Context: an optimization exercise on an open-source flow, tuned for small area, a short achievable clock period and few clock cycles per item. The choices shown serve that exercise and are no tape-out recipe. RTL that was checked went through simulation tests only; none was proved equivalent to the original.

==> v5: inputs <==
// fp_mul_sched_top
module fp_mul_sched_top (
    input  logic         clk,
    input  logic         reset_n,
    input  logic [3:0]   req_valid,
    input  logic [127:0] req_x,
    input  logic [127:0] req_y,
    output logic [3:0]   req_ready,
    output logic         res_valid,
    input  logic         res_ready,
    output logic [1:0]   res_id,
    output logic [31:0]  res_data,
    output logic [4:0]   res_flags,
    output logic         busy
);
    fp_mul_sched #(
        .EXP  (8),
        .MAN  (23),
        .NREQ (4)
    ) u_sched (
        .clk       (clk),
        .reset_n   (reset_n),
        .req_valid (req_valid),
        .req_x     (req_x),
        .req_y     (req_y),
        .req_ready (req_ready),
        .res_valid (res_valid),
        .res_ready (res_ready),
        .res_id    (res_id),
        .res_data  (res_data),
        .res_flags (res_flags),
        .busy      (busy)
    );
endmodule
export LEC_CHECK = 0
export CAP_MARGIN = 20
export CORE_MARGIN = 2
export CORE_UTILIZATION = 40
export SETUP_SLACK_MARGIN = 3.5
export SLEW_MARGIN = 20
create_clock -name core_clock -period 10.5 [get_ports {clk}]
standard.sh (not shown) runs the stock make flow with config.mk's settings and CLKGATE_MAP_FILE= SYNTH_SCRIPT=/design/flow/synth_recipe.tcl, a recipe that flattens the netlist after the stock synthesis.
==> flow/flow/run.sh <==
#!/bin/bash
# Layout flow: the standard flow (standard.sh) with two changes after synthesis:
# the port buffers are the small sky130_fd_sc_hd__buf_1 instead of the delay cell
# buffer_ports picks by default, and timing repair may swap a cell for one with a
# different footprint (MATCH_CELL_FOOTPRINT=0), so those buffers can be resized.
# Synthesis is the standard one, unchanged. Each step's output goes to its own log here.
set -uo pipefail
bash standard.sh synth > synth.log 2>&1 || exit 1
bash standard.sh "BUFFER_PORTS_ARGS=-buffer_cell sky130_fd_sc_hd__buf_1" MATCH_CELL_FOOTPRINT=0 finish > layout.log 2>&1 || exit 1
==> v20: changes against v5 <==
--- a/flow/design.v
+++ b/flow/design.v
@@ -939,13 +939,13 @@
     logic s591;
     logic c592;
     logic s593;
     logic c594;
     logic s595;
     logic c596;
-    logic [59:0] m_c, mq;
+    logic [71:0] m_c, mq;
     logic        sgn_q, zero_q, nan_q, inf_q, lcq;
     logic [7:0]  e0_q;
     logic        unf0_q, unf1_q, ovf0_q, ovf1_q;
     assign a = {1'b1, x_i[22:0]};
     assign b = {1'b1, y_i[22:0]};
     always_comb begin
@@ -1903,32 +1903,32 @@
     assign s591 = c500 ^ s501 ^ a[21];
     assign c592 = (c500 & s501) | (c500 & a[21]) | (s501 & a[21]);
     assign s593 = c502 ^ s503 ^ 1'b1;
     assign c594 = (c502 & s503) | (c502 & 1'b1) | (s503 & 1'b1);
     assign s595 = c504 ^ nneg11 ^ a[23];
     assign c596 = (c504 & nneg11) | (c504 & a[23]) | (nneg11 & a[23]);
-    logic [18:0] lowsum;
-    assign lowsum = {1'b0, c534, c532, c530, c528, c526, c524, c522, c520, c518, c516, c514, c512, c510, c508, c506, s505, pp0_1, pp0_0} + {1'b0, s535, s533, s531, s529, s527, s525, s523, s521, s519, s517, s515, s513, s511, s509, s507, neg[1], 1'b0, neg[0]};
-    assign m_c = {s595, c594, s593, c592, s591, c590, s589, c588, s587, c586, s585, c584, s583, c582, s581, c580, s579, c578, s577, c576, s575, c574, s573, c572, s571, c570, s569, c568, s567, c566, s565, c564, s563, c562, s561, c560, s559, c558, s557, c556, s555, c554, s553, c552, s551, c550, s549, c548, s547, c546, s545, c544, s543, c542, s541, c540, s539, c538, s537, c536};
+    logic [12:0] lowsum;
+    assign lowsum = {1'b0, c522, c520, c518, c516, c514, c512, c510, c508, c506, s505, pp0_1, pp0_0} + {1'b0, s523, s521, s519, s517, s515, s513, s511, s509, s507, neg[1], 1'b0, neg[0]};
+    assign m_c = {s595, c594, s593, c592, s591, c590, s589, c588, s587, c586, s585, c584, s583, c582, s581, c580, s579, c578, s577, c576, s575, c574, s573, c572, s571, c570, s569, c568, s567, c566, s565, c564, s563, c562, s561, c560, s559, c558, s557, c556, s555, c554, s553, c552, s551, c550, s549, c548, s547, c546, s545, c544, s543, c542, s541, c540, s539, c538, s537, c536, s535, c534, s533, c532, s531, c530, s529, c528, s527, c526, s525, c524};
     always_ff @(posedge clk) begin
         if (en_i) begin
             mq     <= m_c;
             sgn_q  <= sgn_c;
             zero_q <= zero_c;
             nan_q  <= nan_c;
             inf_q  <= inf_c;
             e0_q   <= e0_c;
             unf0_q <= unf0_c;
             unf1_q <= unf1_c;
             ovf0_q <= ovf0_c;
             ovf1_q <= ovf1_c;
-            lcq    <= lowsum[18];
+            lcq    <= lowsum[12];
         end
     end
-    logic [47:18] prod;
-    assign prod = {mq[58], mq[56], mq[54], mq[52], mq[50], mq[48], mq[46], mq[44], mq[42], mq[40], mq[38], mq[36], mq[34], mq[32], mq[30], mq[28], mq[26], mq[24], mq[22], mq[20], mq[18], mq[16], mq[14], mq[12], mq[10], mq[8], mq[6], mq[4], mq[2], mq[0]} + {mq[59], mq[57], mq[55], mq[53], mq[51], mq[49], mq[47], mq[45], mq[43], mq[41], mq[39], mq[37], mq[35], mq[33], mq[31], mq[29], mq[27], mq[25], mq[23], mq[21], mq[19], mq[17], mq[15], mq[13], mq[11], mq[9], mq[7], mq[5], mq[3], mq[1]} + lcq;
+    logic [47:12] prod;
+    assign prod = {mq[70], mq[68], mq[66], mq[64], mq[62], mq[60], mq[58], mq[56], mq[54], mq[52], mq[50], mq[48], mq[46], mq[44], mq[42], mq[40], mq[38], mq[36], mq[34], mq[32], mq[30], mq[28], mq[26], mq[24], mq[22], mq[20], mq[18], mq[16], mq[14], mq[12], mq[10], mq[8], mq[6], mq[4], mq[2], mq[0]} + {mq[71], mq[69], mq[67], mq[65], mq[63], mq[61], mq[59], mq[57], mq[55], mq[53], mq[51], mq[49], mq[47], mq[45], mq[43], mq[41], mq[39], mq[37], mq[35], mq[33], mq[31], mq[29], mq[27], mq[25], mq[23], mq[21], mq[19], mq[17], mq[15], mq[13], mq[11], mq[9], mq[7], mq[5], mq[3], mq[1]} + lcq;
     logic        norm, unf, ovf, kill;
     logic [7:0]  e0p1, e;
     logic [22:0] man;
     always_comb begin
         norm    = prod[47];
         e0p1    = e0_q + 8'd1;
- SETUP_SLACK_MARGIN: 3.5 -> 4.5
==> v3: changes against v5 <==
--- a/flow/design.v
+++ b/flow/design.v
@@ -28,15 +28,13 @@
     output logic [31:0]        data_o,
     output logic [FLAGS_W-1:0] flags_o
 );
     logic [23:0] a, b;
     logic [11:0] one, two, neg;
     logic        sgn_c, zero_c, nan_c, inf_c;
-    logic [9:0]  esum_c, esum1_c;
-    logic [7:0]  e0_c;
-    logic        unf0_c, unf1_c, ovf0_c, ovf1_c;
+    logic [9:0]  esum_c;
     logic pp0_0;
     logic pp0_1;
     logic pp0_2;
     logic pp0_3;
     logic pp0_4;
     logic pp0_5;
@@ -939,31 +937,24 @@
     logic s591;
     logic c592;
     logic s593;
     logic c594;
     logic s595;
     logic c596;
-    logic [59:0] m_c, mq;
+    logic [94:0] m_c, mq;
     logic        sgn_q, zero_q, nan_q, inf_q, lcq;
-    logic [7:0]  e0_q;
-    logic        unf0_q, unf1_q, ovf0_q, ovf1_q;
+    logic [9:0]  esum_q;
     assign a = {1'b1, x_i[22:0]};
     assign b = {1'b1, y_i[22:0]};
     always_comb begin
         zero_c = (x_i[30:23] == 8'd0) || (y_i[30:23] == 8'd0);
         nan_c  = !zero_c && ((x_i[30:23] == 8'hFF && x_i[22:0] != 23'd0) ||
                              (y_i[30:23] == 8'hFF && y_i[22:0] != 23'd0));
         inf_c  = !zero_c && !nan_c && (x_i[30:23] == 8'hFF || y_i[30:23] == 8'hFF);
         sgn_c  = x_i[31] ^ y_i[31];
-        esum_c  = {2'b00, x_i[30:23]} + {2'b00, y_i[30:23]} - 10'd127;
-        esum1_c = {2'b00, x_i[30:23]} + {2'b00, y_i[30:23]} - 10'd126;
-        e0_c    = esum_c[7:0];
-        unf0_c  = !zero_c && !nan_c && !inf_c && (esum_c[9] || esum_c == 10'd0);
-        unf1_c  = !zero_c && !nan_c && !inf_c && (esum1_c[9] || esum1_c == 10'd0);
-        ovf0_c  = !zero_c && !nan_c && !inf_c && !esum_c[9] && (esum_c[8] || esum_c[7:0] == 8'hFF);
-        ovf1_c  = !zero_c && !nan_c && !inf_c && !esum1_c[9] && (esum1_c[8] || esum1_c[7:0] == 8'hFF);
+        esum_c = {2'b00, x_i[30:23]} + {2'b00, y_i[30:23]} - 10'd127;
     end
     assign one[0] = b[0] ^ 1'b0;
     assign two[0] = (b[1] & ~b[0] & ~1'b0) | (~b[1] & b[0] & 1'b0);
     assign neg[0] = b[1] & ~(b[0] & 1'b0);
     assign pp0_0 = ((one[0] & a[0])) ^ neg[0];
     assign pp0_1 = ((one[0] & a[1]) | (two[0] & a[0])) ^ neg[0];
@@ -1903,45 +1894,43 @@
     assign s591 = c500 ^ s501 ^ a[21];
     assign c592 = (c500 & s501) | (c500 & a[21]) | (s501 & a[21]);
     assign s593 = c502 ^ s503 ^ 1'b1;
     assign c594 = (c502 & s503) | (c502 & 1'b1) | (s503 & 1'b1);
     assign s595 = c504 ^ nneg11 ^ a[23];
     assign c596 = (c504 & nneg11) | (c504 & a[23]) | (nneg11 & a[23]);
-    logic [18:0] lowsum;
-    assign lowsum = {1'b0, c534, c532, c530, c528, c526, c524, c522, c520, c518, c516, c514, c512, c510, c508, c506, s505, pp0_1, pp0_0} + {1'b0, s535, s533, s531, s529, s527, s525, s523, s521, s519, s517, s515, s513, s511, s509, s507, neg[1], 1'b0, neg[0]};
-    assign m_c = {s595, c594, s593, c592, s591, c590, s589, c588, s587, c586, s585, c584, s583, c582, s581, c580, s579, c578, s577, c576, s575, c574, s573, c572, s571, c570, s569, c568, s567, c566, s565, c564, s563, c562, s561, c560, s559, c558, s557, c556, s555, c554, s553, c552, s551, c550, s549, c548, s547, c546, s545, c544, s543, c542, s541, c540, s539, c538, s537, c536};
+    assign m_c = {s595, c594, s593, c592, s591, c590, s589, c588, s587, c586, s585, c584, s583, c582, s581, c580, s579, c578, s577, c576, s575, c574, s573, c572, s571, c570, s569, c568, s567, c566, s565, c564, s563, c562, s561, c560, s559, c558, s557, c556, s555, c554, s553, c552, s551, c550, s549, c548, s547, c546, s545, c544, s543, c542, s541, c540, s539, c538, s537, c536, s535, c534, s533, c532, s531, c530, s529, c528, s527, c526, s525, c524, s523, c522, s521, c520, s519, c518, s517, c516, s515, c514, s513, c512, s511, c510, s509, c508, s507, c506, neg[1], s505, pp0_1, neg[0], pp0_0};
     always_ff @(posedge clk) begin
         if (en_i) begin
             mq     <= m_c;
             sgn_q  <= sgn_c;
             zero_q <= zero_c;
             nan_q  <= nan_c;
             inf_q  <= inf_c;
-            e0_q   <= e0_c;
-            unf0_q <= unf0_c;
-            unf1_q <= unf1_c;
-            ovf0_q <= ovf0_c;
-            ovf1_q <= ovf1_c;
-            lcq    <= lowsum[18];
+            esum_q <= esum_c;
+            lcq    <= 1'b0;
         end
     end
-    logic [47:18] prod;
-    assign prod = {mq[58], mq[56], mq[54], mq[52], mq[50], mq[48], mq[46], mq[44], mq[42], mq[40], mq[38], mq[36], mq[34], mq[32], mq[30], mq[28], mq[26], mq[24], mq[22], mq[20], mq[18], mq[16], mq[14], mq[12], mq[10], mq[8], mq[6], mq[4], mq[2], mq[0]} + {mq[59], mq[57], mq[55], mq[53], mq[51], mq[49], mq[47], mq[45], mq[43], mq[41], mq[39], mq[37], mq[35], mq[33], mq[31], mq[29], mq[27], mq[25], mq[23], mq[21], mq[19], mq[17], mq[15], mq[13], mq[11], mq[9], mq[7], mq[5], mq[3], mq[1]} + lcq;
-    logic        norm, unf, ovf, kill;
-    logic [7:0]  e0p1, e;
+    logic [47:0] prod;
+    assign prod = {mq[93], mq[91], mq[89], mq[87], mq[85], mq[83], mq[81], mq[79], mq[77], mq[75], mq[73], mq[71], mq[69], mq[67], mq[65], mq[63], mq[61], mq[59], mq[57], mq[55], mq[53], mq[51], mq[49], mq[47], mq[45], mq[43], mq[41], mq[39], mq[37], mq[35], mq[33], mq[31], mq[29], mq[27], mq[25], mq[23], mq[21], mq[19], mq[17], mq[15], mq[13], mq[11], mq[9], mq[7], mq[5], mq[3], mq[2], mq[0]} + {mq[94], mq[92], mq[90], mq[88], mq[86], mq[84], mq[82], mq[80], mq[78], mq[76], mq[74], mq[72], mq[70], mq[68], mq[66], mq[64], mq[62], mq[60], mq[58], mq[56], mq[54], mq[52], mq[50], mq[48], mq[46], mq[44], mq[42], mq[40], mq[38], mq[36], mq[34], mq[32], mq[30], mq[28], mq[26], mq[24], mq[22], mq[20], mq[18], mq[16], mq[14], mq[12], mq[10], mq[8], mq[6], mq[4], 1'b0, mq[1]};
+    logic        norm, unf, ovf, special;
+    logic [9:0]  e;
     logic [22:0] man;
     always_comb begin
         norm    = prod[47];
-        e0p1    = e0_q + 8'd1;
-        e       = norm ? e0p1 : e0_q;
         man     = norm ? prod[46:24] : prod[45:23];
-        unf     = norm ? unf1_q : unf0_q;
-        ovf     = norm ? ovf1_q : ovf0_q;
-        kill    = zero_q || nan_q || inf_q || unf || ovf;
-        flags_o = {inf_q, nan_q, zero_q, ovf, unf};
-        data_o  = kill ? {1'b0, {8{nan_q || inf_q || ovf}}, 23'd0} : {sgn_q, e, man};
+        e       = esum_q + {9'd0, norm};
+        unf     = e[9] || (e == 10'd0);
+        ovf     = !unf && (e[8] || e[7:0] == 8'hFF);
+        special = zero_q || nan_q || inf_q;
+        flags_o = {inf_q, nan_q, zero_q, !special && ovf, !special && unf};
+        if (zero_q || (!special && unf))
+            data_o = 32'd0;
+        else if (nan_q || inf_q || ovf)
+            data_o = 32'h7F80_0000;
+        else
+            data_o = {sgn_q, e[7:0], man};
     end
 endmodule
 import fp_mul_pkg::*;
 module fp_mul_sched
 #(
     parameter int EXP  = FP_EXP_DEF,
==> flow/run.sh (new file) <==
#!/bin/bash
# synth_recipe.tcl (not shown) runs the flow's synth.tcl, then flattens the netlist and writes it again
# the make line also repeats each setting of config.mk as NAME=value (left out here)
make -C /OpenROAD-flow-scripts/flow DESIGN_CONFIG=/design/flow/config.mk WORK_HOME=/design/flow/orfs CLKGATE_MAP_FILE= SYNTH_SCRIPT=/design/flow/synth_recipe.tcl finish
- SETUP_SLACK_MARGIN: 3.5 -> not set
removed: flow/flow/run.sh
removed: flow/standard.sh
==> results.txt <==
Initial DRC Count approximately 2300; adder-cell area share of the yosys netlist 30.4%; crit path from u_sched.u_mul.mq[5]; Synth async-reset ratio 2.63%; non-clock buffer total of the final layout 370; Placer Congestion 0.898; status timing/DRC/antenna clean; wire per inst between 20 and 25 µm; CP Capture Point res_data[22]; Worst Reg-to-Reg Cells 20; core area about 50000 µm²; Ant. Diodes 0; via count ~19000
# the run above: v3

==> results.txt <==
status timing/DRC/antenna clean; crit path from req_valid[0]; Initial DRC Count 2473; Ant. Diodes 0; Worst Reg-to-Reg Cells 20; Placer Congestion between 0.9 and 1; adder-cell area share of the yosys netlist around 30%
# the run above: v20

==> results.txt <==
Synth async-reset ratio under 10%; wire per inst approximately 26 µm; Initial DRC Count 2468; status timing/DRC/antenna clean; Worst Reg-to-Reg Cells 24; non-clock buffer total of the final layout roughly 550; CP Capture Point u_sched.u_mul.lcq
# the run above: v5

Testbench counts of v20, summed over its fixed seeds: cycles 2,056, items 2,048.
For v5 and v3, only the layout was checked, not whether the RTL still works.

## separate check: timing with driven ports
No port has a modelled driver above. Below, the same layouts with a new extraction and two added sets of constraints. Step 1 assumes that a clkbuf_16 drives the clock port and a buf_2 every other input. Step 2 moves the port delays by t, midway between the first and last clock arrival at a register: inputs arrive t later, outputs are due t later. That takes back most of the time a late clock gives input paths. a / b / c = no drivers / after step 1 / after step 2; a / b = the first two.
| run | t, ns | slack for setup (ns) | worst setup path at the end | cell pins on the clock port's net |
|---|---|---|---|---|
| v5 | 0.436 | 3.234 / 3.094 / 2.658 | input to register | 1 |
| v20 | 0.444 | 3.627 / 3.627 / 3.184 | input to register | 1 |
| v3 | 0.525 | 0.552 / 0.498 / 1.023 | register to output | 1 |
After both steps setup and hold are still met in every run listed. The setup slack of v5, which loses most, moves by -0.140 ns with the drivers and by -0.576 ns with both steps.
